What follows belongs to an exercise in optimizing a design on an open flow for small area, a short achievable clock period and few clock cycles per item; a production flow would make more cautious choices.
Only simulation tests tie the RTL to the original design; equivalence was not proved.
Power figures rest on the tool's default switching activity, not on a simulated workload.

== job 4147 ==
## align_rectangle_border_check
module align_rectangle_border_check (
  input  logic                           clk_i,
  input  logic                           rst_ni,
  input  logic                           s_axis_tvalid,
  output logic                           s_axis_tready,
  input  logic [arbc_pkg::InTdataW-1:0]  s_axis_tdata,
  input  logic [arbc_pkg::InTuserW-1:0]  s_axis_tuser,
  output logic                           m_axis_tvalid,
  input  logic                           m_axis_tready,
  output logic [arbc_pkg::OutTdataW-1:0] m_axis_tdata
);
export LEC_CHECK = 0
export CAP_MARGIN = 20
export CORE_MARGIN = 2
export CORE_UTILIZATION = 45
export SETUP_SLACK_MARGIN = 2.4
export SLEW_MARGIN = 20
create_clock -name core_clock -period 4.5 [get_ports {clk_i}]
run.sh (not shown) runs the stock make flow with config.mk's settings and CLKGATE_MAP_FILE= SYNTH_SCRIPT=/design/flow/synth_recipe.tcl, a recipe that flattens the netlist after the stock synthesis.
No stage failed in job 4147, and the final checks on the layout all came back clean.
Testbench counts of job 4147, summed over its fixed seeds: cycles 24,099, items 24,075.
> inputs changed (job 4147 -> job 4972)
# job 4147
export LEC_CHECK = 0
export CAP_MARGIN = 20
export CORE_MARGIN = 2
export CORE_UTILIZATION = 45
export SETUP_SLACK_MARGIN = 2.4
export SLEW_MARGIN = 20
create_clock -name core_clock -period 4.5 [get_ports {clk_i}]
# job 4972
export LEC_CHECK = 0
export CAP_MARGIN = 20
export CORE_MARGIN = 2
export CORE_UTILIZATION = 45
export SETUP_SLACK_MARGIN = 1.5
export SLEW_MARGIN = 20
create_clock -name core_clock -period 4.5 [get_ports {clk_i}]
Job 4972 completed; timing, DRC and antenna clean
Job 4147 closes out successfully: all stages finished, all timing, DRC and antenna checks passed.
Summary: with job 4147 as the reference, number of nets at the end of the flow in job 4972 moved down by a few percent.
Clock group share of total power for job 4972 is higher than for job 4147.
Against job 4147, job 4972 comes in 13% higher on power per standard cell area.
The source of the critical timing path comes out s_axis_tdata[10] in one run and s_axis_tuser[0] in the other, namely in job 4147 and job 4972 respectively.
Higher count of placed standard cells in the final layout, fillers left out among job 4147 and job 4972: job 4147
Per the comparison of job 4972 with job 4147, area taken by flip-flops and latches saw a decrease, count of clock buffers in the final design saw an increase, number of buffers between clock root and the deepest sink saw little to no change.
Share of power burned in combinational logic in job 4972 is 2.5 points below job 4147.

---

== oak ==
The RTL this note starts from:
==> flow/design.v <==
package arbc_pkg;
  localparam int IdxW       = 4;
  localparam int MatrixSize = 1 << IdxW;
  localparam int InTdataW  = 32;
  localparam int InTuserW  = 2;
  localparam int OutTdataW = 8;
  localparam int QDepth = 5;
  typedef logic [IdxW-1:0]       idx_t;
  typedef logic [MatrixSize-1:0] word_t;
  function automatic word_t onehot(idx_t i);
    word_t w;
    for (int k = 0; k < 16; k++) w[k] = (i == idx_t'(k));
    onehot = w;
  endfunction
  function automatic word_t span_mask(idx_t first, idx_t last);
    word_t w;
    for (int k = 0; k < 16; k++) begin
      w[k] = (k >= int'(first)) && (k <= int'(last));
    end
    span_mask = w;
  endfunction
endpackage
module arbc_border (
  input  arbc_pkg::word_t rm_i,         
  input  arbc_pkg::word_t rows_out_i,   
  input  logic            nz_i,
  input  arbc_pkg::word_t col_f_i,
  input  arbc_pkg::word_t col_l_i,
  output logic            ok_o
);
  assign ok_o = nz_i && (rows_out_i == '0)
             && ((col_f_i & rm_i) != '0) && ((col_f_i & ~rm_i) == '0)
             && ((col_l_i & rm_i) != '0) && ((col_l_i & ~rm_i) == '0);
endmodule
module arbc_matrix (
  input  logic             clk_i,
  input  logic             rst_ni,
  input  logic             clr_i,
  input  logic             we_i,
  input  arbc_pkg::idx_t   row_i,
  input  arbc_pkg::idx_t   col_i,
  input  logic             cell_i,
  input  arbc_pkg::word_t  sel_r_i,    
  input  arbc_pkg::word_t  sel_cf_i,   
  input  arbc_pkg::word_t  sel_cl_i,   
  output arbc_pkg::word_t  rows_o,     
  output logic             nz_o,       
  output arbc_pkg::word_t  col_f_o,    
  output arbc_pkg::word_t  col_l_o     
);
  localparam int N = arbc_pkg::MatrixSize;
  logic [N-1:0][N-1:0] m_q;    
  logic [N-1:0]        rv_q;
  arbc_pkg::word_t row_dec, col_dec, wr_row, wdat;
  arbc_pkg::word_t rsel, nzr;
  assign row_dec = arbc_pkg::onehot(row_i);
  assign col_dec = arbc_pkg::onehot(col_i);
  assign wr_row  = we_i ? row_dec : '0;
  assign wdat    = cell_i ? col_dec : '0;
  always_ff @(posedge clk_i or negedge rst_ni) begin
    if (!rst_ni) begin
      rv_q <= '0;
    end else if (clr_i) begin
      rv_q <= '0;
    end else begin
      rv_q <= rv_q | wr_row;
    end
  end
  always_ff @(posedge clk_i) begin
    for (int r = 0; r < N; r++) begin
      for (int c = 0; c < N; c++) begin
        if (wr_row[r] && (col_dec[c] || !rv_q[r])) begin
          m_q[r][c] <= wdat[c];
        end
      end
    end
  end
  assign rsel = sel_r_i & rv_q;
  always_comb begin
    rows_o = '0;
    for (int r = 0; r < N; r++) begin
      nzr[r]     = rv_q[r] && (m_q[r] != '0);
      rows_o     = rows_o | (rsel[r] ? m_q[r] : '0);
      col_f_o[r] = rv_q[r] && ((m_q[r] & sel_cf_i) != '0);
      col_l_o[r] = rv_q[r] && ((m_q[r] & sel_cl_i) != '0);
    end
  end
  assign nz_o = (sel_r_i & ~nzr) == '0;
endmodule
module align_rectangle_border_check (
  input  logic                           clk_i,
  input  logic                           rst_ni,
  input  logic                           s_axis_tvalid,
  output logic                           s_axis_tready,
  input  logic [arbc_pkg::InTdataW-1:0]  s_axis_tdata,
  input  logic [arbc_pkg::InTuserW-1:0]  s_axis_tuser,
  output logic                           m_axis_tvalid,
  input  logic                           m_axis_tready,
  output logic [arbc_pkg::OutTdataW-1:0] m_axis_tdata
);
  localparam int D = arbc_pkg::QDepth;
  logic rdy_q;
  logic in_acc, in_clr, in_we, in_qry;
  arbc_pkg::idx_t in_rf, in_rl, in_cf, in_cl;
  assign in_acc = s_axis_tvalid && rdy_q;
  assign in_clr = in_acc && (s_axis_tuser == 2'd0);
  assign in_we  = in_acc && (s_axis_tuser == 2'd1);
  assign in_qry = in_acc && (s_axis_tuser == 2'd2);
  assign in_rf = s_axis_tdata[12:9];
  assign in_rl = s_axis_tdata[16:13];
  assign in_cf = s_axis_tdata[20:17];
  assign in_cl = s_axis_tdata[24:21];
  arbc_pkg::word_t rows, col_f, col_l;
  logic            nz;
  arbc_matrix u_matrix (
    .clk_i   (clk_i),
    .rst_ni  (rst_ni),
    .clr_i   (in_clr),
    .we_i    (in_we),
    .row_i   (s_axis_tdata[3:0]),
    .col_i   (s_axis_tdata[7:4]),
    .cell_i  (s_axis_tdata[8]),
    .sel_r_i (arbc_pkg::onehot(in_rf) | arbc_pkg::onehot(in_rl)),
    .sel_cf_i(arbc_pkg::onehot(in_cf)),
    .sel_cl_i(arbc_pkg::onehot(in_cl)),
    .rows_o  (rows),
    .nz_o    (nz),
    .col_f_o (col_f),
    .col_l_o (col_l)
  );
  logic            s2_qry_q;
  arbc_pkg::word_t s2_rows_out_q, s2_col_f_q, s2_col_l_q;
  logic            s2_nz_q;
  arbc_pkg::word_t s2_rm_q;
  always_ff @(posedge clk_i or negedge rst_ni) begin
    if (!rst_ni) begin
      s2_qry_q <= 1'b0;
    end else begin
      s2_qry_q <= in_qry;
    end
  end
  always_ff @(posedge clk_i) begin
    s2_rows_out_q <= rows & ~arbc_pkg::span_mask(in_cf, in_cl);
    s2_col_f_q    <= col_f;
    s2_col_l_q    <= col_l;
    s2_nz_q       <= nz;
    s2_rm_q       <= arbc_pkg::span_mask(in_rf, in_rl);
  end
  logic ok;
  arbc_border u_border (
    .rm_i       (s2_rm_q),
    .rows_out_i (s2_rows_out_q),
    .nz_i       (s2_nz_q),
    .col_f_i    (s2_col_f_q),
    .col_l_i    (s2_col_l_q),
    .ok_o       (ok)
  );
  logic s3_qry_q, s3_flag_q;
  always_ff @(posedge clk_i or negedge rst_ni) begin
    if (!rst_ni) begin
      s3_qry_q <= 1'b0;
    end else begin
      s3_qry_q <= s2_qry_q;
    end
  end
  always_ff @(posedge clk_i) begin
    s3_flag_q <= ok;
  end
  logic [D-1:0] q_v_q, q_d_q;
  logic [D-1:0] v_pop, v_hold, d_pop, d_hold;
  always_comb begin
    for (int i = 0; i < D; i++) begin
      if (i == D - 1) begin
        v_pop[i] = s3_qry_q && q_v_q[i];
        d_pop[i] = s3_flag_q;
      end else begin
        v_pop[i] = q_v_q[i+1] || (s3_qry_q && (q_v_q[i] || (i == 0)));
        d_pop[i] = q_v_q[i+1] ? q_d_q[i+1] : s3_flag_q;
      end
      if (i == 0) begin
        v_hold[i] = q_v_q[i] || s3_qry_q;
      end else begin
        v_hold[i] = q_v_q[i] || (s3_qry_q && q_v_q[i-1]);
      end
      d_hold[i] = q_v_q[i] ? q_d_q[i] : s3_flag_q;
    end
  end
  always_ff @(posedge clk_i or negedge rst_ni) begin
    if (!rst_ni) begin
      q_v_q <= '0;
    end else begin
      q_v_q <= m_axis_tready ? v_pop : v_hold;
    end
  end
  always_ff @(posedge clk_i) begin
    q_d_q <= m_axis_tready ? d_pop : d_hold;
  end
  logic [1:0] n_pipe;
  logic       rdy_d;
  assign n_pipe = 2'(s2_qry_q) + 2'(s3_qry_q);
  assign rdy_d  = !q_v_q[D - 2 - 32'(n_pipe)];
  always_ff @(posedge clk_i or negedge rst_ni) begin
    if (!rst_ni) begin
      rdy_q <= 1'b0;
    end else begin
      rdy_q <= rdy_d;
    end
  end
  assign s_axis_tready = rdy_q;
  assign m_axis_tvalid = q_v_q[0];
  assign m_axis_tdata  = {{(arbc_pkg::OutTdataW - 1){1'b0}}, q_d_q[0]};
endmodule
clock: 4.5 ns
lec_check: 0
cap_margin: 20
core_margin: 2
core_utilization: 55
cts_cluster_diameter: 60
cts_cluster_size: 30
setup_slack_margin: 2.3
slew_margin: 20
Testbench counts of oak, summed over its fixed seeds: cycles 24,099, items 24,075.
Setup changes, oak to pine
# oak
export LEC_CHECK = 0
export CAP_MARGIN = 20
export CORE_MARGIN = 2
export CORE_UTILIZATION = 55
export CTS_CLUSTER_DIAMETER = 60
export CTS_CLUSTER_SIZE = 30
export SETUP_SLACK_MARGIN = 2.3
export SLEW_MARGIN = 20
create_clock -name core_clock -period 4.5 [get_ports {clk_i}]
# pine
export LEC_CHECK = 0
export CAP_MARGIN = 20
export CORE_MARGIN = 2
export CORE_UTILIZATION = 45
export SETUP_SLACK_MARGIN = 2.0
export SLEW_MARGIN = 20
create_clock -name core_clock -period 4.5 [get_ports {clk_i}]
[summary]
- Of the two candidates, oak has the worse via count and pine the better one.
- Area taken by flip-flops and latches essentially unchanged between pine and oak.
- pine vs oak, number of antenna violations at the first check in global routing went down by 7.
- Part of the total power dissipated in combinational logic ends up higher on oak.
Inputs modified between pine and birch:
# pine
export LEC_CHECK = 0
export CAP_MARGIN = 20
export CORE_MARGIN = 2
export CORE_UTILIZATION = 45
export SETUP_SLACK_MARGIN = 2.0
export SLEW_MARGIN = 20
create_clock -name core_clock -period 4.5 [get_ports {clk_i}]
# birch
export LEC_CHECK = 0
export CAP_MARGIN = 20
export CORE_MARGIN = 2
export CORE_UTILIZATION = 55
export CTS_CLUSTER_DIAMETER = 60
export CTS_CLUSTER_SIZE = 30
export SETUP_SLACK_MARGIN = 2.4
export SLEW_MARGIN = 20
create_clock -name core_clock -period 4.5 [get_ports {clk_i}]
## What came out
- birch did not stop at any stage, and its layout met the timing, design-rule and antenna checks.
- [compare] base=pine new=birch: post-layout total power lost about 5%; met3 track demand over resource picked up an extra 12 points.
- In the reports for pine and birch, the larger final critical path time including I/O delays and setup belongs to pine.
- Via count of the first global-routing pass (birch / pine): 1.06

==> afterwards: timing with drivers on the ports <==
The flow's constraints put no driver on any port. The routed layouts listed below were extracted and timed again, unchanged, in two steps.
Step 1, drivers: a clkbuf_16 drives clk_i and a buf_2 each remaining input, both assumed.
Step 2 also shifts input and output timing later by t, the mid clock arrival at the registers, as if the neighbouring blocks saw the same clock.
Slacks: ideal ports / drivers / drivers and shift; pairs: ideal ports / drivers.
| run | shift t [ns] | setup WS [ns] | hold WS [ns] | worst setup path after step 2 |
|---|---|---|---|---|
| job 4147 | 0.647 | 2.273 / 2.267 / 1.620 | 0.245 / 0.208 / 0.393 | input to register |
| job 4972 | 0.634 | 1.396 / 1.423 / 0.789 | 0.407 / 0.407 / 0.407 | input to register |
| oak | 0.661 | 2.175 / 2.175 / 1.587 | 0.395 / 0.395 / 0.395 | input to register |
| pine | 0.639 | 1.932 / 1.945 / 1.306 | 0.385 / 0.385 / 0.385 | input to register |
| birch | 0.665 | 2.258 / 2.258 / 1.641 | 0.393 / 0.393 / 0.393 | input to register |
After both steps every run listed still meets setup and hold. For job 4147, which loses most, drivers alone change the setup slack by -0.006 ns; drivers and shift together by -0.653 ns.
